Context: an optimization exercise on an open-source flow, tuned for small area, a short achievable clock period and few clock cycles per item. The choices shown serve that exercise and are no tape-out recipe.
In this exercise RTL edits were held to simulation tests only and were not proved equivalent to the original.
The clock port is modelled as an ideal driver, which makes a skipped or thinned clock tree look cheaper than it is; a real chip needs a root buffer or a tree.
No activity file was given, so power comes from the tool's default toggle rates.

// trimmed_mean_ph_converter
module trimmed_mean_ph_converter
#(
    parameter int WINDOW      = DEF_WINDOW,
    parameter int DROP        = DEF_DROP,
    parameter int SAMPLE_BITS = DEF_SAMPLE_BITS
) (
    input  logic                   i_clk,
    input  logic                   i_rst_n,
    input  logic                   i_start,
    output logic                   o_busy,
    input  logic [SAMPLE_BITS-1:0] i_sample,
    output logic                   o_valid,
    output logic signed [PH_W-1:0] o_ph_milli,
    output logic [TSUM_W-1:0]      o_trimmed_sum,
    input  logic                   i_cfg_valid,
    output logic                   o_cfg_ready,
    input  logic [CFG_IDX_W-1:0]   i_cfg_index,
    input  logic [CFG_DATA_W-1:0]  i_cfg_data
);
    logic [SAMPLE_BITS-1:0] w_x;
    logic w_xv, w_first, w_pop_ok, w_pfirst, w_last;
    assign o_cfg_ready = 1'b1;
    tmpc_ctrl #(
        .WINDOW      (WINDOW),
        .DROP        (DROP),
        .SAMPLE_BITS (SAMPLE_BITS)
    ) u_ctrl (
        .i_clk    (i_clk),
        .i_rst_n  (i_rst_n),
        .i_start  (i_start),
        .i_sample (i_sample),
        .o_busy   (o_busy),
        .o_x      (w_x),
  ...
Settings: LEC_CHECK=0, CAP_MARGIN=20, CORE_MARGIN=2, CORE_UTILIZATION=40, SLEW_MARGIN=20; clock period 8.0 ns.
standard.sh (not shown) runs the stock make flow with config.mk's settings and CLKGATE_MAP_FILE= SYNTH_SCRIPT=/design/flow/synth_recipe.tcl, a recipe that flattens the netlist after the stock synthesis.
==> flow/flow/run.sh <==
#!/bin/bash
# Standard ORFS flow; port buffers are sky130_fd_sc_hd__buf_2; repair aims for 5 ns setup margin.
set -euo pipefail
export BUFFER_PORTS_ARGS="-buffer_cell sky130_fd_sc_hd__buf_2"
bash standard.sh SETUP_SLACK_MARGIN=5 finish > make_finish.log 2>&1
Testbench counts at the start, summed over its fixed seeds: cycles 16,272, windows 1,600.
Next try:
==> flow/flow/run.sh (replaced) <==
#!/bin/bash
set -euo pipefail
export BUFFER_PORTS_ARGS="-buffer_cell sky130_fd_sc_hd__buf_2"
export CTS_ARGS="-sink_clustering_enable -repair_clock_nets -dont_use_dummy_load -sink_clustering_size 18 -sink_clustering_max_diameter 150 -buf_list sky130_fd_sc_hd__clkbuf_16 -distance_between_buffers 2000 -branching_point_buffers_distance 2000 -sink_clustering_levels 1"
bash standard.sh SETUP_SLACK_MARGIN=5 finish > make_finish.log 2>&1
Worst hold slack is better by 0.0035 ns.
Via count decreases by about 1.7%.
Die area does not change.
Worst setup slack stays flat.
Cell count decreases by about 2.5%.
Register-to-register slack is about the same.
Wire length falls by about 1.5%.
Global-route usage went down by 0.13 points.
Power went down by about 16%.
Next try:
==> flow/flow/run.sh (replaced) <==
#!/bin/bash
# Standard ORFS flow; port buffers are sky130_fd_sc_hd__buf_2; repair aims for 5 ns setup margin;
# clock tree from clkbuf_8 clusters of up to 20 sinks, without dummy loads.
set -euo pipefail
export BUFFER_PORTS_ARGS="-buffer_cell sky130_fd_sc_hd__buf_2"
export CTS_ARGS="-sink_clustering_enable -repair_clock_nets -dont_use_dummy_load -sink_clustering_size 20 -sink_clustering_max_diameter 60 -buf_list sky130_fd_sc_hd__clkbuf_8"
bash standard.sh SETUP_SLACK_MARGIN=5 finish > make_finish.log 2>&1
What happened: The new run passed the timing, DRC and antenna checks; die area is unchanged; utilization hardly moves; total power is lower by a few percent; first-iteration DRC count decreases by roughly a tenth; design area barely changes; non-clock buffer count rises by 11; maximum frequency shrinks slightly; synthesized cell count does not change; routed wire length grows slightly; sequential cell count is unchanged.
Next try:
==> flow/flow/run.sh (replaced) <==
#!/bin/bash
# Layout flow: the standard ORFS flow, with two changes to how the layout
# is made (the design, clock period and constraints are unchanged):
#  - port buffers are plain buffers (sky130_fd_sc_hd__buf_2) instead of the
#    delay cells buffer_ports picks by default; every port still gets one;
#  - timing repair aims for a setup slack margin of 5.5 ns.
# Each tool's full output goes to its own log in this folder and under
# orfs/logs/.
set -euo pipefail
export BUFFER_PORTS_ARGS="-buffer_cell sky130_fd_sc_hd__buf_2"
bash standard.sh SETUP_SLACK_MARGIN=5.5 finish > make_finish.log 2>&1
Result:
- The changed run completed with no timing, DRC or antenna violations
- total power rose by 29%
- count of clock-buffer cells in the layout grows by 12
- design area increases by about 16%
- synthesized area does not change
- global-route usage goes up by 1.9 points
- clock skew drops by 0.0091 ns
- hold slack is better by 0.0034 ns
- setup slack gets better by 0.15 ns
- sequential cell count stays the same
Next try:
==> flow/flow/run.sh (replaced) <==
#!/bin/bash
# Standard ORFS flow; port buffers are sky130_fd_sc_hd__buf_2; repair aims for 5 ns setup margin;
# custom clock tree options.
set -euo pipefail
export BUFFER_PORTS_ARGS="-buffer_cell sky130_fd_sc_hd__buf_2"
export CTS_ARGS="-sink_clustering_enable -repair_clock_nets -dont_use_dummy_load -sink_clustering_size 30 -sink_clustering_max_diameter 100 -buf_list sky130_fd_sc_hd__clkbuf_16 -distance_between_buffers 500 -branching_point_buffers_distance 500"
bash standard.sh SETUP_SLACK_MARGIN=5 finish > make_finish.log 2>&1
Effect: Critical path depth fell by 4. Cell count goes down by a few percent. Hold slack gets better by 0.0076 ns. Flip-flop and latch count does not change. Design area shrinks by about a fifth. Wire length shrinks by roughly a tenth. Total power falls by about a fifth. Sequential power hardly moves. Clock-buffer cell count falls by 20. Global-route usage went down by 1.8 points.
Next try:
==> flow/flow/run.sh (replaced) <==
#!/bin/bash
set -euo pipefail
export BUFFER_PORTS_ARGS="-buffer_cell sky130_fd_sc_hd__buf_2"
export CTS_ARGS="-sink_clustering_enable -repair_clock_nets -dont_use_dummy_load -sink_clustering_size 25 -sink_clustering_max_diameter 150 -buf_list sky130_fd_sc_hd__clkbuf_16 -root_buf sky130_fd_sc_hd__clkbuf_16 -distance_between_buffers 2000 -branching_point_buffers_distance 2000"
bash standard.sh SETUP_SLACK_MARGIN=5.3 finish > make_finish.log 2>&1
Result: The changed run went through all stages and came out clean; global-route usage grows by 0.60 points; worst setup slack improved by 0.16 ns; clock-buffer cell count grows by 1; cell area grows by 5.6%; sequential power barely changes; flip-flop and latch count is unchanged; clock skew stays flat.

Another version of the RTL of trimmed_mean_ph_converter (not shown whole).
Size in the first run: ~1,200 cells after synthesis, ~170 flip-flops, roughly 74 I/O pins, roughly 10,000 sq um of cells after synthesis.
make LEC_CHECK=0 CAP_MARGIN=20 CORE_MARGIN=2 CORE_UTILIZATION=40 SETUP_SLACK_MARGIN=5 SLEW_MARGIN=20 finish   # period 8.0 ns
run.sh (not shown) runs the stock make flow with config.mk's settings and CLKGATE_MAP_FILE= SYNTH_SCRIPT=/design/flow/synth_recipe.tcl, a recipe that flattens the netlist after the stock synthesis.
Stock flow here: none of the scripts above is used.
The first run went through all stages and came out clean.
Testbench counts at the start, summed over its fixed seeds: cycles 16,224, windows 1,600.
Next try:
Settings changed: SETUP_SLACK_MARGIN 5 to unset.
=> Via count is lower by 5.4%. Non-clock buffer count is lower by 66. Core utilization is lower by 6.0 points.

trimmed_mean_ph_converter, a different RTL version from the one above (not shown whole).
Size: about 1500 cells after synthesis, about 210 flip-flops, about 74 I/O pins, roughly 11000 um^2 of cells after synthesis.
// trimmed_mean_ph_converter
module trimmed_mean_ph_converter
#(
    parameter int WINDOW      = DEF_WINDOW,
    parameter int DROP        = DEF_DROP,
    parameter int SAMPLE_BITS = DEF_SAMPLE_BITS
) (
    input  logic                   i_clk,
    input  logic                   i_rst_n,
    input  logic                   i_start,
    output logic                   o_busy,
    input  logic [SAMPLE_BITS-1:0] i_sample,
    output logic                   o_valid,
    output logic signed [PH_W-1:0] o_ph_milli,
    output logic [TSUM_W-1:0]      o_trimmed_sum,
    input  logic                   i_cfg_valid,
    output logic                   o_cfg_ready,
    input  logic [CFG_IDX_W-1:0]   i_cfg_index,
    input  logic [CFG_DATA_W-1:0]  i_cfg_data
);
export LEC_CHECK = 0
export ABC_AREA = 1
export CAP_MARGIN = 20
export CORE_MARGIN = 2
export CORE_UTILIZATION = 40
export SLEW_MARGIN = 20
create_clock -name core_clock -period 8.0 [get_ports {i_clk}]
standard.sh (not shown) runs the stock make flow with config.mk's settings and CLKGATE_MAP_FILE= SYNTH_SCRIPT=/design/flow/synth_recipe.tcl, a recipe that flattens the netlist after the stock synthesis.
==> flow/flow/run.sh <==
#!/bin/bash
set -euo pipefail
export BUFFER_PORTS_ARGS="-buffer_cell sky130_fd_sc_hd__buf_2"
export CTS_ARGS="-sink_clustering_enable -repair_clock_nets -dont_use_dummy_load -sink_clustering_size 25 -sink_clustering_max_diameter 150 -buf_list sky130_fd_sc_hd__clkbuf_16 -root_buf sky130_fd_sc_hd__clkbuf_16 -distance_between_buffers 2000 -branching_point_buffers_distance 2000"
export POST_CTS_TCL="$(pwd)/flow/post_cts.tcl"
bash standard.sh SETUP_SLACK_MARGIN=5.4 finish > make_finish.log 2>&1
==> flow/flow/post_cts.tcl <==
# After clock tree synthesis: if the tree has a middle level between the root
# buffer (the one driven by the clock port) and the leaf buffers, and the
# root can drive all leaf buffers itself, drive them from the root and remove
# the middle buffers. Every register still gets its clock through the root
# buffer and one leaf buffer.
set block [ord::get_db_block]
set clk_net [[$block findBTerm i_clk] getNet]
set root ""
foreach it [$clk_net getITerms] {
  set m [[$it getInst] getMaster]
  if {[string match "*clkbuf*" [$m getName]]} { set root [$it getInst] }
}
if {$root ne ""} {
  set root_net [[$root findITerm X] getNet]
  set mids {}
  set leaves 0
  set ok 1
  foreach it [$root_net getITerms] {
    set inst [$it getInst]
    if {$inst == $root} continue
    if {![string match "*clkbuf*" [[$inst getMaster] getName]]} { set ok 0; continue }
    lappend mids $inst
    set out [[$inst findITerm X] getNet]
    foreach lt [$out getITerms] {
      if {[$lt getInst] == $inst} continue
      if {![string match "*clkbuf*" [[[$lt getInst] getMaster] getName]]} { set ok 0 }
      incr leaves
    }
  }
  puts "post_cts: root [$root getName], [llength $mids] middle buffers, $leaves leaf buffers, ok $ok"
  if {$ok && [llength $mids] > 0 && $leaves <= 16} {
    foreach mid $mids {
      set out [[$mid findITerm X] getNet]
      foreach lt [$out getITerms] {
        if {[$lt getInst] == $mid} continue
        $lt disconnect
        $lt connect $root_net
      }
      [$mid findITerm A] disconnect
      [$mid findITerm X] disconnect
      puts "post_cts: removed [$mid getName]"
      odb::dbInst_destroy $mid
      odb::dbNet_destroy $out
    }
  }
}
The baseline finished with timing, DRC and antenna clean.
Testbench counts at the start, summed over its fixed seeds: cycles 16,272, windows 1,600.
Edit:
--- a/flow/flow/run.sh
+++ b/flow/flow/run.sh
@@ -1,0 +2,12 @@
+# Layout flow: the standard ORFS flow (standard.sh, unchanged synthesis),
+# with these changes to how the layout is made; the design, clock period and
+# constraints are unchanged:
+#  - every port still gets a buffer, but a plain sky130_fd_sc_hd__buf_2
+#    instead of the delay cell buffer_ports picks by default;
+#  - the clock tree uses clkbuf_16 clusters of up to 25 sinks and no dummy
+#    loads; post_cts.tcl then drives the leaf buffers straight from the root
+#    buffer and removes the middle level, so every register gets its clock
+#    through the root buffer and one leaf buffer;
+#  - timing repair aims for a setup slack margin of 5.4 ns.
+# make's full output goes to make_finish.log in this folder; each ORFS step
+# keeps its own log under orfs/logs/ (post_cts.tcl prints into 4_1_cts.log).
--- a/flow/config.mk
+++ b/flow/config.mk
@@ -11 +11,2 @@
-export CORE_UTILIZATION = 40
+export CORE_UTILIZATION = 55
+export PLACE_DENSITY = 0.7
After rerunning: The new run produced a clean layout; clock power drops by about 0.7%; wire length fell by 5.8%; total power is about the same; worst setup slack barely changes; area after synthesis does not change; utilization came out higher by 16 points; register-to-register slack loses 30 ps; via count hardly moves; final cell count decreases by 4.5%; synthesized cell count stays the same; clock-buffer cell count does not change.
Edit:
==> flow/flow/run.sh (replaced) <==
#!/bin/bash
set -euo pipefail
export BUFFER_PORTS_ARGS="-buffer_cell sky130_fd_sc_hd__buf_2"
export CTS_ARGS="-sink_clustering_enable -repair_clock_nets -dont_use_dummy_load -sink_clustering_size 25 -sink_clustering_max_diameter 150 -buf_list sky130_fd_sc_hd__clkbuf_16 -root_buf sky130_fd_sc_hd__clkbuf_16 -distance_between_buffers 2000 -branching_point_buffers_distance 2000"
export POST_CTS_TCL="$(pwd)/flow/post_cts.tcl"
bash standard.sh SETUP_SLACK_MARGIN=5.5 finish > make_finish.log 2>&1
--- a/flow/config.mk
+++ b/flow/config.mk
@@ -11,2 +11 @@
-export CORE_UTILIZATION = 55
-export PLACE_DENSITY = 0.7
+export CORE_UTILIZATION = 40
Hold slack is worse by 3.2 ps.
Register-to-register slack is better by 100 ps.
Global-route usage went down by 5.6 points.
Power went up by a few percent.
Worst setup slack is better by 28 ps.
Flip-flop and latch count does not change.
Critical path depth stays the same.
Edit:
--- a/flow/flow/run.sh
+++ b/flow/flow/run.sh
@@ -1,0 +2,12 @@
+# Layout flow: the standard ORFS flow (standard.sh, unchanged synthesis),
+# with these changes to how the layout is made; the design, clock period and
+# constraints are unchanged:
+#  - every port still gets a buffer, but a plain sky130_fd_sc_hd__buf_2
+#    instead of the delay cell buffer_ports picks by default;
+#  - the clock tree uses clkbuf_16 clusters of up to 25 sinks and no dummy
+#    loads; post_cts.tcl then drives the leaf buffers straight from the root
+#    buffer and removes the middle level, so every register gets its clock
+#    through the root buffer and one leaf buffer;
+#  - timing repair aims for a setup slack margin of 5.4 ns.
+# make's full output goes to make_finish.log in this folder; each ORFS step
+# keeps its own log under orfs/logs/ (post_cts.tcl prints into 4_1_cts.log).
@@ -6 +18 @@
-bash standard.sh SETUP_SLACK_MARGIN=5.5 finish > make_finish.log 2>&1
+bash standard.sh SETUP_SLACK_MARGIN=5.4 finish > make_finish.log 2>&1
--- a/flow/config.mk
+++ b/flow/config.mk
@@ -11 +11,2 @@
-export CORE_UTILIZATION = 40
+export CORE_UTILIZATION = 65
+export PLACE_DENSITY = 0.75
Result:
- first-iteration DRC count shrinks by 1.4%
- worst setup slack is worse by 36 ps
- worst hold slack is better by 10 ps

-- port drivers added, routing unchanged --
The flow's constraints put no driver on any port. The routed layouts listed below were extracted and timed again, unchanged, in two steps. Step 1 sets driving cells, clkbuf_16 on the clock port and buf_2 on the other inputs (assumed; they add their load-dependent delay and slew). Step 2, shift: input delay + t, output delay - t, t = (earliest + latest rising clock arrival at the registers) / 2. This alone moves slack from input paths to output paths. a / b / c = ideal ports / drivers / drivers and shift; a / b = the first two.
| run | shift t [ns] | slack for setup (ns) | latest minus earliest clock arrival (ns) |
|---|---|---|---|
| the first run of note 1 | 0.550 | 5.143 / 5.143 / 5.104 | 0.010 / 0.009 |
| the second run of note 1 | 0.500 | 5.145 / 5.145 / 5.111 | 0.045 / 0.044 |
| the third run of note 1 | 0.548 | 5.112 / 5.112 / 5.112 | 0.039 / 0.039 |
| the fourth run of note 1 | 0.557 | 5.264 / 5.243 / 5.260 | 0.021 / 0.022 |
| the fifth run of note 1 | 0.495 | 5.134 / 5.134 / 5.134 | 0.064 / 0.063 |
| the sixth run of note 1 | 0.483 | 5.289 / 5.248 / 5.138 | 0.064 / 0.064 |
| the first run of note 2 | 0.470 | 4.072 / 4.072 / 4.072 | 0.013 / 0.013 |
| the second run of note 2 | 0.468 | 3.371 / 3.371 / 3.293 | 0.024 / 0.024 |
| the first run of note 3 | 0.436 | 5.484 / 5.432 / 5.152 | 0.050 / 0.050 |
| the second run of note 3 | 0.429 | 5.483 / 5.438 / 5.176 | 0.052 / 0.052 |
| the third run of note 3 | 0.435 | 5.511 / 5.460 / 5.138 | 0.051 / 0.050 |
| the fourth run of note 3 | 0.421 | 5.475 / 5.429 / 5.268 | 0.055 / 0.054 |
After both steps setup and hold are still met in every run listed. For the third run of note 3, which loses most, drivers alone change the setup slack by -0.051 ns; drivers and shift together by -0.373 ns.
